This is an optimization exercise on Yosys and OpenROAD, whose aim is small area, a short achievable clock period and few clock cycles per item, not a production implementation. Where RTL was checked, it was by simulation tests only, not by an equivalence proof against the original. Power is estimated from default activity; no workload was simulated. The clock port is modelled as an ideal driver; clocking choices that lean on that would not hold on a real chip.

## v15
==> flow/design.v <==
module byte_memory_ctrl #(
    parameter int    DEPTH     = 64,
    parameter int    ADDR_W    = 32,
    parameter int    LATENCY   = 1
) (
    input  logic              clk,
    input  logic              rst_n,
    input  logic              req_valid,
    output logic              req_ready,
    input  logic              req_write,
    input  logic [1:0]        req_size,
    input  logic              req_unsigned,
    input  logic [ADDR_W-1:0] req_addr,
    input  logic [31:0]       req_wdata,
    output logic              resp_valid,
    output logic              resp_err,
    output logic [31:0]       resp_rdata
);
    localparam int IDX_W = $clog2(DEPTH);
    localparam int ROWS  = DEPTH / 4;
    localparam int ROW_W = IDX_W - 2;
    logic        w_err;
    logic [1:0]  w_off;
    logic [3:0]  w_lane_we;      
    logic [31:0] w_lane_data;
    assign w_err = (req_size == 2'b11) ||
                   ((req_size == 2'b01) && req_addr[0]) ||
                   ((req_size == 2'b10) && (req_addr[1:0] != 2'b00)) ||
                   (|req_addr[ADDR_W-1:IDX_W]);
    assign w_off = req_addr[1:0];
    always_comb begin
        w_lane_we   = 4'b0000;
        w_lane_data = {4{req_wdata[7:0]}};
        case (req_size)
            2'b00: w_lane_we = 4'b1000 >> w_off;
            2'b01: begin
                w_lane_we   = w_off[1] ? 4'b0011 : 4'b1100;
                w_lane_data = {2{req_wdata[15:0]}};
            end
            default: begin
                w_lane_we   = 4'b1111;
                w_lane_data = req_wdata;
            end
        endcase
        if (!(rst_n && req_valid && req_write && !w_err)) w_lane_we = 4'b0000;
    end
    logic              s1_valid;
    logic              s1_err;
    logic [3:0]        s1_lwe;
    logic [ROW_W-1:0]  s1_row;
    logic [1:0]        s1_off;
    logic [31:0]       s1_ldata;
    logic              s1_word;      
    logic              s1_half;      
    logic              s1_sgn;       
    logic              s1_zero;      
    always_ff @(posedge clk) begin
        s1_valid <= rst_n & req_valid;
        s1_err   <= w_err;
        s1_lwe   <= w_lane_we;
        s1_row   <= req_addr[IDX_W-1:2];
        s1_off   <= w_off;
        s1_ldata <= w_lane_data;
        s1_word  <= req_size[1];
        s1_half  <= req_size == 2'b01;
        s1_sgn   <= ~req_unsigned & ~req_size[1];
        s1_zero  <= w_err | req_write;
    end
    assign req_ready = 1'b1;
    logic [31:0] r_mem [ROWS];       
    logic [ROWS-1:0] w_row_hot;
    always_comb begin
        w_row_hot = '0;
        w_row_hot[s1_row] = 1'b1;
    end
    always_ff @(posedge clk) begin
        for (int r = 0; r < ROWS; r++) begin
            for (int l = 0; l < 4; l++) begin
                if (w_row_hot[r] && s1_lwe[3-l])
                    r_mem[r][31-8*l -: 8] <= s1_ldata[31-8*l -: 8];
            end
        end
    end
    logic              s2_valid;
    logic              s2_err;
    logic [31:0]       s2_word;      
    logic [1:0]        s2_off;
    logic              s2_word_ld;
    logic              s2_half;
    logic              s2_sgn;
    always_ff @(posedge clk) begin
        s2_valid   <= rst_n & s1_valid;
        s2_err     <= s1_err;
        s2_word    <= s1_zero ? 32'd0 : r_mem[s1_row];
        s2_off     <= s1_off;
        s2_word_ld <= s1_word;
        s2_half    <= s1_half;
        s2_sgn     <= s1_sgn;
    end
    logic [7:0]  w_b0, w_b1;
    logic        w_fill;
    logic [31:0] w_load;
    always_comb begin
        case (s2_off)
            2'b00:   w_b0 = s2_word[31:24];
            2'b01:   w_b0 = s2_word[23:16];
            2'b10:   w_b0 = s2_word[15:8];
            default: w_b0 = s2_word[7:0];
        endcase
        w_b1 = s2_off[1] ? s2_word[7:0] : s2_word[23:16];
    end
    always_comb begin
        w_fill = s2_sgn & w_b0[7];
        if (s2_word_ld)   w_load = s2_word;
        else if (s2_half) w_load = {{16{w_fill}}, w_b0, w_b1};
        else              w_load = {{24{w_fill}}, w_b0};
    end
    logic        r_resp_valid;
    logic        r_resp_err;
    logic [31:0] r_resp_rdata;
    always_ff @(posedge clk) begin
        r_resp_valid <= rst_n & s2_valid;
        r_resp_err   <= s2_err;
        r_resp_rdata <= w_load;
    end
    assign resp_valid = r_resp_valid;
    assign resp_err   = r_resp_err;
    assign resp_rdata = r_resp_rdata;
endmodule
clock: 10.0 ns
lec_check: 0
cap_margin: 20
core_margin: 2
core_utilization: 50
cts_cluster_diameter: 200
cts_cluster_size: 30
gpl_routability_driven: 1
place_density: 0.65
slew_margin: 20
standard.sh (not shown) runs the stock make flow with config.mk's settings and CLKGATE_MAP_FILE= SYNTH_SCRIPT=/design/flow/synth_recipe.tcl, a recipe that flattens the netlist after the stock synthesis.
==> flow/flow/run.sh <==
#!/bin/bash
# Standard ORFS layout (the standard.sh), with a tighter timing-repair
# target and small port buffers. Clock period and constraints are unchanged.
export SETUP_SLACK_MARGIN=7
export BUFFER_PORTS_ARGS="-buffer_cell sky130_fd_sc_hd__buf_1"
cp standard.sh standard_sh_copy.txt
bash standard.sh > standard.log 2>&1
Testbench counts of v15, summed over its fixed seeds: cycles 16,024, items 16,000.
Input changes introduced in v16 (baseline for comparison: v15):
-- flow/design.v --
<<< v15, line 89
    logic              s2_half;
    logic              s2_sgn;
    always_ff @(posedge clk) begin
        s2_valid   <= rst_n & s1_valid;
        s2_err     <= s1_err;
        s2_word    <= s1_zero ? 32'd0 : r_mem[s1_row];
        s2_off     <= s1_off;
        s2_word_ld <= s1_word;
>>> v16, line 89
    logic              s2_half;
    logic              s2_sgn;
    logic              s2_zero;
    always_ff @(posedge clk) begin
        s2_valid   <= rst_n & s1_valid;
        s2_err     <= s1_err;
        s2_word    <= r_mem[s1_row];
        s2_zero    <= s1_zero;
        s2_off     <= s1_off;
        s2_word_ld <= s1_word;
<<< v15, line 122
        r_resp_valid <= rst_n & s2_valid;
        r_resp_err   <= s2_err;
        r_resp_rdata <= w_load;
    end
    assign resp_valid = r_resp_valid;
>>> v16, line 124
        r_resp_valid <= rst_n & s2_valid;
        r_resp_err   <= s2_err;
        r_resp_rdata <= s2_zero ? 32'd0 : w_load;
    end
    assign resp_valid = r_resp_valid;
==> run summary <==
As of v16, power consumption had risen slightly compared to v15. When the final numbers for v15 and v16 were put side by side, the cell depth of the worst flop-to-flop path turned out to be smaller in v15. v16 falls short of v15 in internal power. Cmp v16 vs v15: share of synthesized area spent on multiplexers lower in v16. Between v15 and v16, the difference in cell area after layout is negligible. The clock period minus final worst setup slack was comparable across v15 and v16. Compared with v15, v16 shows a higher number of nets in the finished design. v16: clock share of power is 0.5 points lower than what v15 reported. The combinational power in v16 sits about 13% above the value recorded for v15. v15 has a lower proportion of power drawn by combinational gates than v16. Of the two values seen for critical path launch point, r_resp_rdata[8] was produced by v15 and r_resp_rdata[10] by v16. Re post-synthesis sequential area ratio: v15 and v16 aren't equal, and the lower value belongs to v15. v15 → v16: routed wire length now larger, quantity of I/O buffers inserted on ports comparable.
The RTL of v16 was laid out without a check of its function.

north:
// byte_memory_ctrl: RTL as listed in full above, without the edits since
==> flow/config.mk <==
export PLATFORM = sky130hd
export DESIGN_NAME = byte_memory_ctrl
export DESIGN_NICKNAME = byte_memory_ctrl
export VERILOG_FILES = /design/flow/design.v
export SDC_FILE = /design/flow/constraint.sdc
export NUM_CORES = 4
export LEC_CHECK = 0
export CAP_MARGIN = 20
export CORE_MARGIN = 2
export CORE_UTILIZATION = 50
export CTS_CLUSTER_DIAMETER = 60
export CTS_CLUSTER_SIZE = 30
export GPL_ROUTABILITY_DRIVEN = 1
export PLACE_DENSITY = 0.65
export SLEW_MARGIN = 20
==> flow/constraint.sdc <==
create_clock -name core_clock -period 10.0 [get_ports {clk}]
set_input_delay 2.0000 -clock core_clock [delete_from_list [all_inputs] [get_ports {clk}]]
set_output_delay 2.0000 -clock core_clock [all_outputs]
set_load 0.01 [all_outputs]
Scripts as last shown in full above: flow/flow/run.sh
Testbench counts of north, summed over its fixed seeds: cycles 16,024, items 16,000.
#### Input delta (south over north)
==> flow/design.v <==
module byte_memory_ctrl #(
    parameter int    DEPTH     = 64,
    parameter int    ADDR_W    = 32,
    parameter int    LATENCY   = 1
) (
    input  logic              clk,
    input  logic              rst_n,
    input  logic              req_valid,
    output logic              req_ready,
    input  logic              req_write,
    input  logic [1:0]        req_size,
    input  logic              req_unsigned,
    input  logic [ADDR_W-1:0] req_addr,
    input  logic [31:0]       req_wdata,
    output logic              resp_valid,
    output logic              resp_err,
    output logic [31:0]       resp_rdata
);
    localparam int IDX_W = $clog2(DEPTH);
    localparam int ROWS  = DEPTH / 4;
    localparam int ROW_W = IDX_W - 2;
    logic        w_err;
    logic [1:0]  w_off;
    logic [3:0]  w_lane_we;      
    logic [31:0] w_lane_data;
    assign w_err = (req_size == 2'b11) ||
                   ((req_size == 2'b01) && req_addr[0]) ||
                   ((req_size == 2'b10) && (req_addr[1:0] != 2'b00)) ||
                   (|req_addr[ADDR_W-1:IDX_W]);
    assign w_off = req_addr[1:0];
    always_comb begin
        w_lane_we   = 4'b0000;
        w_lane_data = {4{req_wdata[7:0]}};
        case (req_size)
            2'b00: w_lane_we = 4'b1000 >> w_off;
            2'b01: begin
                w_lane_we   = w_off[1] ? 4'b0011 : 4'b1100;
                w_lane_data = {2{req_wdata[15:0]}};
            end
            default: begin
                w_lane_we   = 4'b1111;
                w_lane_data = req_wdata;
            end
        endcase
        if (!(rst_n && req_valid && req_write && !w_err)) w_lane_we = 4'b0000;
    end
    logic              s1_valid;
    logic              s1_err;
    logic [3:0]        s1_lwe;
    logic [ROW_W-1:0]  s1_row;
    logic [1:0]        s1_off;
    logic [31:0]       s1_ldata;
    logic              s1_word;      
    logic              s1_half;      
    logic              s1_sgn;       
    logic              s1_zero;      
    always_ff @(posedge clk) begin
        s1_valid <= rst_n & req_valid;
        s1_err   <= w_err;
        s1_lwe   <= w_lane_we;
        s1_row   <= req_addr[IDX_W-1:2];
        s1_off   <= w_off;
        s1_ldata <= w_lane_data;
        s1_word  <= req_size[1];
        s1_half  <= req_size == 2'b01;
        s1_sgn   <= ~req_unsigned & ~req_size[1];
        s1_zero  <= w_err | req_write;
    end
    assign req_ready = 1'b1;
    logic [31:0] r_mem [ROWS];       
    logic [ROWS-1:0] w_row_hot;
    always_comb begin
        w_row_hot = '0;
        w_row_hot[s1_row] = 1'b1;
    end
    always_ff @(posedge clk) begin
        for (int r = 0; r < ROWS; r++) begin
            for (int l = 0; l < 4; l++) begin
                if (w_row_hot[r] && s1_lwe[3-l])
                    r_mem[r][31-8*l -: 8] <= s1_ldata[31-8*l -: 8];
            end
        end
    end
    logic [31:0] w_word;
    logic [7:0]  w_b0, w_b1;
    logic        w_fill;
    logic [31:0] w_load;
    assign w_word = r_mem[s1_row];
    always_comb begin
        case (s1_off)
            2'b00:   w_b0 = w_word[31:24];
            2'b01:   w_b0 = w_word[23:16];
            2'b10:   w_b0 = w_word[15:8];
            default: w_b0 = w_word[7:0];
        endcase
        w_b1 = s1_off[1] ? w_word[7:0] : w_word[23:16];
    end
    always_comb begin
        w_fill = s1_sgn & w_b0[7];
        if (s1_word)      w_load = w_word;
        else if (s1_half) w_load = {{16{w_fill}}, w_b0, w_b1};
        else              w_load = {{24{w_fill}}, w_b0};
    end
    logic        r_resp_valid;
    logic        r_resp_err;
    logic [31:0] r_resp_rdata;
    always_ff @(posedge clk) begin
        r_resp_valid <= rst_n & s1_valid;
        r_resp_err   <= s1_err;
        r_resp_rdata <= s1_zero ? 32'd0 : w_load;
    end
    assign resp_valid = r_resp_valid;
    assign resp_err   = r_resp_err;
    assign resp_rdata = r_resp_rdata;
endmodule
==> run summary <==
south: flow completed, timing, DRC and antenna clean. north has a lower via total after detailed routing than south. Compared with north, in south number of synthesized register bits went down by about 6%, logic depth of the worst path, buffers included has increased, achievable frequency went down, transition time at the pin with the least slew margin shrank by 0.036 ns, total power of the final layout went up about 0.9%. south vs north: cell area reported after detailed placement down in south. south: total internal power lower than north. Higher smallest setup slack after layout was reported by north, not south. Max largest fanout on the critical path across north and south: south. Sort north and south by synthesized cell count, descending, and north comes first.
The RTL of south was laid out without a check of its function.

byte_memory_ctrl, a different RTL version from the one above (not shown whole).
Size: about 650 flip-flops, ~110 I/O pins, ~23,000 sq um of cells after synthesis.
==> module byte_memory_ctrl, before the edit <==
module byte_memory_ctrl #(
    parameter int    DEPTH     = 64,
    parameter int    ADDR_W    = 32,
    parameter int    LATENCY   = 1
) (
    input  logic              clk,
    input  logic              rst_n,
    input  logic              req_valid,
    output logic              req_ready,
    input  logic              req_write,
    input  logic [1:0]        req_size,
    input  logic              req_unsigned,
    input  logic [ADDR_W-1:0] req_addr,
    input  logic [31:0]       req_wdata,
    output logic              resp_valid,
    output logic              resp_err,
    output logic [31:0]       resp_rdata
);
    localparam int IDX_W = $clog2(DEPTH);
    localparam int ROWS  = DEPTH / 4;
    logic        w_err;
    logic [1:0]  w_off;
    logic [3:0]  w_lane_we;      
    logic [31:0] w_lane_data;
    assign w_err = (req_size == 2'b11) ||
                   ((req_size == 2'b01) && req_addr[0]) ||
                   ((req_size == 2'b10) && (req_addr[1:0] != 2'b00)) ||
                   (|req_addr[ADDR_W-1:IDX_W]);
    assign w_off = req_addr[1:0];
    always_comb begin
        w_lane_we   = 4'b0000;
        w_lane_data = {4{req_wdata[7:0]}};
        case (req_size)
            2'b00: w_lane_we = 4'b1000 >> w_off;
            2'b01: begin
                w_lane_we   = w_off[1] ? 4'b0011 : 4'b1100;
                w_lane_data = {2{req_wdata[15:0]}};
            end
            default: begin
                w_lane_we   = 4'b1111;
                w_lane_data = req_wdata;
            end
        endcase
        if (!(rst_n && req_valid && req_write && !w_err)) w_lane_we = 4'b0000;
    end
    logic              s1_valid;
    logic              s1_err;
    logic [3:0]        s1_lwe;
    logic [ROWS-1:0]   s1_rhot;      
    logic [1:0]        s1_off;
    logic [31:0]       s1_ldata;
    logic              s1_word;      
    logic              s1_half;      
    logic              s1_sgn;       
    logic              s1_zero;      
    always_ff @(posedge clk) begin
        s1_valid <= rst_n & req_valid;
        s1_err   <= w_err;
        s1_lwe   <= w_lane_we;
        s1_rhot  <= ROWS'(1) << req_addr[IDX_W-1:2];
        s1_off   <= w_off;
        s1_ldata <= w_lane_data;
        s1_word  <= req_size[1];
        s1_half  <= req_size == 2'b01;
        s1_sgn   <= ~req_unsigned & ~req_size[1];
        s1_zero  <= w_err | req_write;
    end
    assign req_ready = 1'b1;
    logic [31:0] r_mem [ROWS];       
    logic [ROWS-1:0] w_row_hot;
    assign w_row_hot = s1_rhot;
    logic [31:0] w_row_word;
    always_comb begin
        w_row_word = '0;
        for (int r = 0; r < ROWS; r++)
            w_row_word = w_row_word | ({32{s1_rhot[r] & ~s1_zero}} & r_mem[r]);
    end
    always_ff @(posedge clk) begin
        for (int r = 0; r < ROWS; r++) begin
            for (int l = 0; l < 4; l++) begin
                if (w_row_hot[r] && s1_lwe[3-l])
                    r_mem[r][31-8*l -: 8] <= s1_ldata[31-8*l -: 8];
            end
        end
    end
    logic              s2_valid;
    logic              s2_err;
    logic [31:0]       s2_word;      
    logic [1:0]        s2_off;
    logic              s2_word_ld;
    logic              s2_half;
    logic              s2_sgn;
    always_ff @(posedge clk) begin
        s2_valid   <= rst_n & s1_valid;
        s2_err     <= s1_err;
        s2_word    <= w_row_word;
        s2_off     <= s1_off;
        s2_word_ld <= s1_word;
        s2_half    <= s1_half;
        s2_sgn     <= s1_sgn;
    end
    logic [7:0]  w_b0, w_b1;
    logic        w_fill;
    logic [31:0] w_load;
    always_comb begin
        case (s2_off)
            2'b00:   w_b0 = s2_word[31:24];
            2'b01:   w_b0 = s2_word[23:16];
            2'b10:   w_b0 = s2_word[15:8];
            default: w_b0 = s2_word[7:0];
        endcase
        w_b1 = s2_off[1] ? s2_word[7:0] : s2_word[23:16];
    end
    always_comb begin
        w_fill = s2_sgn & w_b0[7];
        if (s2_word_ld)   w_load = s2_word;
        else if (s2_half) w_load = {{16{w_fill}}, w_b0, w_b1};
        else              w_load = {{24{w_fill}}, w_b0};
    end
    logic        r_resp_valid;
    logic        r_resp_err;
    logic [31:0] r_resp_rdata;
    always_ff @(posedge clk) begin
        r_resp_valid <= rst_n & s2_valid;
        r_resp_err   <= s2_err;
        r_resp_rdata <= w_load;
    end
    assign resp_valid = r_resp_valid;
    assign resp_err   = r_resp_err;
    assign resp_rdata = r_resp_rdata;
endmodule
export LEC_CHECK = 0
export CAP_MARGIN = 20
export CORE_MARGIN = 2
export CORE_UTILIZATION = 50
export CTS_CLUSTER_DIAMETER = 200
export CTS_CLUSTER_SIZE = 30
export GPL_ROUTABILITY_DRIVEN = 1
export PLACE_DENSITY = 0.65
export SLEW_MARGIN = 20
create_clock -name core_clock -period 10.0 [get_ports {clk}]
==> flow/flow/run.sh <==
#!/bin/bash
# Standard ORFS layout (the standard.sh) with:
#  - a tighter timing-repair target (the clock period and constraints are unchanged),
#  - the smallest buffer on every port (repair upsizes the ones that need it),
#  - clock tree synthesis without dummy balancing loads.
export SETUP_SLACK_MARGIN=7
export BUFFER_PORTS_ARGS="-buffer_cell sky130_fd_sc_hd__buf_1"
export CTS_ARGS="-sink_clustering_enable -repair_clock_nets -sink_clustering_size 30 -sink_clustering_max_diameter 200 -dont_use_dummy_load"
bash standard.sh > standard.log 2>&1
Testbench counts at the start, summed over its fixed seeds: cycles 16,024, items 16,000.
Then changed:
--- a/flow/design.v
+++ b/flow/design.v
@@ -18,6 +18,7 @@
 );
     localparam int IDX_W = $clog2(DEPTH);
     localparam int ROWS  = DEPTH / 4;
+    localparam int ROW_W = IDX_W - 2;
     logic        w_err;
     logic [1:0]  w_off;
     logic [3:0]  w_lane_we;      
@@ -46,7 +47,7 @@
     logic              s1_valid;
     logic              s1_err;
     logic [3:0]        s1_lwe;
-    logic [ROWS-1:0]   s1_rhot;      
+    logic [ROW_W-1:0]  s1_row;
     logic [1:0]        s1_off;
     logic [31:0]       s1_ldata;
     logic              s1_word;      
@@ -57,7 +58,7 @@
         s1_valid <= rst_n & req_valid;
         s1_err   <= w_err;
         s1_lwe   <= w_lane_we;
-        s1_rhot  <= ROWS'(1) << req_addr[IDX_W-1:2];
+        s1_row   <= req_addr[IDX_W-1:2];
         s1_off   <= w_off;
         s1_ldata <= w_lane_data;
         s1_word  <= req_size[1];
@@ -68,12 +69,9 @@
     assign req_ready = 1'b1;
     logic [31:0] r_mem [ROWS];       
     logic [ROWS-1:0] w_row_hot;
-    assign w_row_hot = s1_rhot;
-    logic [31:0] w_row_word;
     always_comb begin
-        w_row_word = '0;
-        for (int r = 0; r < ROWS; r++)
-            w_row_word = w_row_word | ({32{s1_rhot[r] & ~s1_zero}} & r_mem[r]);
+        w_row_hot = '0;
+        w_row_hot[s1_row] = 1'b1;
     end
     always_ff @(posedge clk) begin
         for (int r = 0; r < ROWS; r++) begin
@@ -93,7 +91,7 @@
     always_ff @(posedge clk) begin
         s2_valid   <= rst_n & s1_valid;
         s2_err     <= s1_err;
-        s2_word    <= w_row_word;
+        s2_word    <= s1_zero ? 32'd0 : r_mem[s1_row];
         s2_off     <= s1_off;
         s2_word_ld <= s1_word;
         s2_half    <= s1_half;
After rerunning: The new run completed without violations; non-clock buffer count rose by 10; routed wire length rose by 16%; via count rose by 17%; worst hold slack gains 0.016 ns; sequential share of layout area fell by 5.2 points; clock skew rose by 0.0095 ns; final area rose by 6.1%; power rose by 2.2%; first-iteration DRC count rose by 63%; global-route usage rose by 2.3 points; die area rose by 5.5%; setup slack gains 0.0079 ns; critical path depth stays the same; flip-flop and latch count fell by 12.
Testbench counts after the change, summed over its fixed seeds: cycles 16,024, items 16,000.

[re-timing with driven ports]
The flow's constraints put no driver on any port. The routed layouts listed below were extracted and timed again, unchanged, in two steps. Step 1 assumes that a clkbuf_16 drives the clock port and a buf_2 every other input. Step 2 times the ports against the registers' clock, not the clock port: input delays grow and output delays shrink by t, the midpoint of the rising clock arrivals with the driver on. a / b / c = no drivers / after step 1 / after step 2; a / b = the first two.
| run | shift t [ns] | slack for setup (ns) | worst register clock-pin slew, ns |
|---|---|---|---|
| v15 | 0.632 | 6.950 / 6.893 / 6.580 | 0.12 / 0.12 |
| v16 | 0.638 | 6.948 / 6.891 / 6.629 | 0.12 / 0.12 |
| north | 0.645 | 6.971 / 6.912 / 6.539 | 0.10 / 0.10 |
| south | 0.647 | 6.898 / 6.888 / 6.433 | 0.11 / 0.11 |
| the first run of note 3 | 0.625 | 6.946 / 6.889 / 6.476 | 0.12 / 0.12 |
| the second run of note 3 | 0.615 | 6.954 / 6.897 / 6.557 | 0.12 / 0.12 |
After both steps setup and hold are still met in every run listed. For the first run of note 3, which loses most, drivers alone change the setup slack by -0.057 ns; drivers and shift together by -0.470 ns.
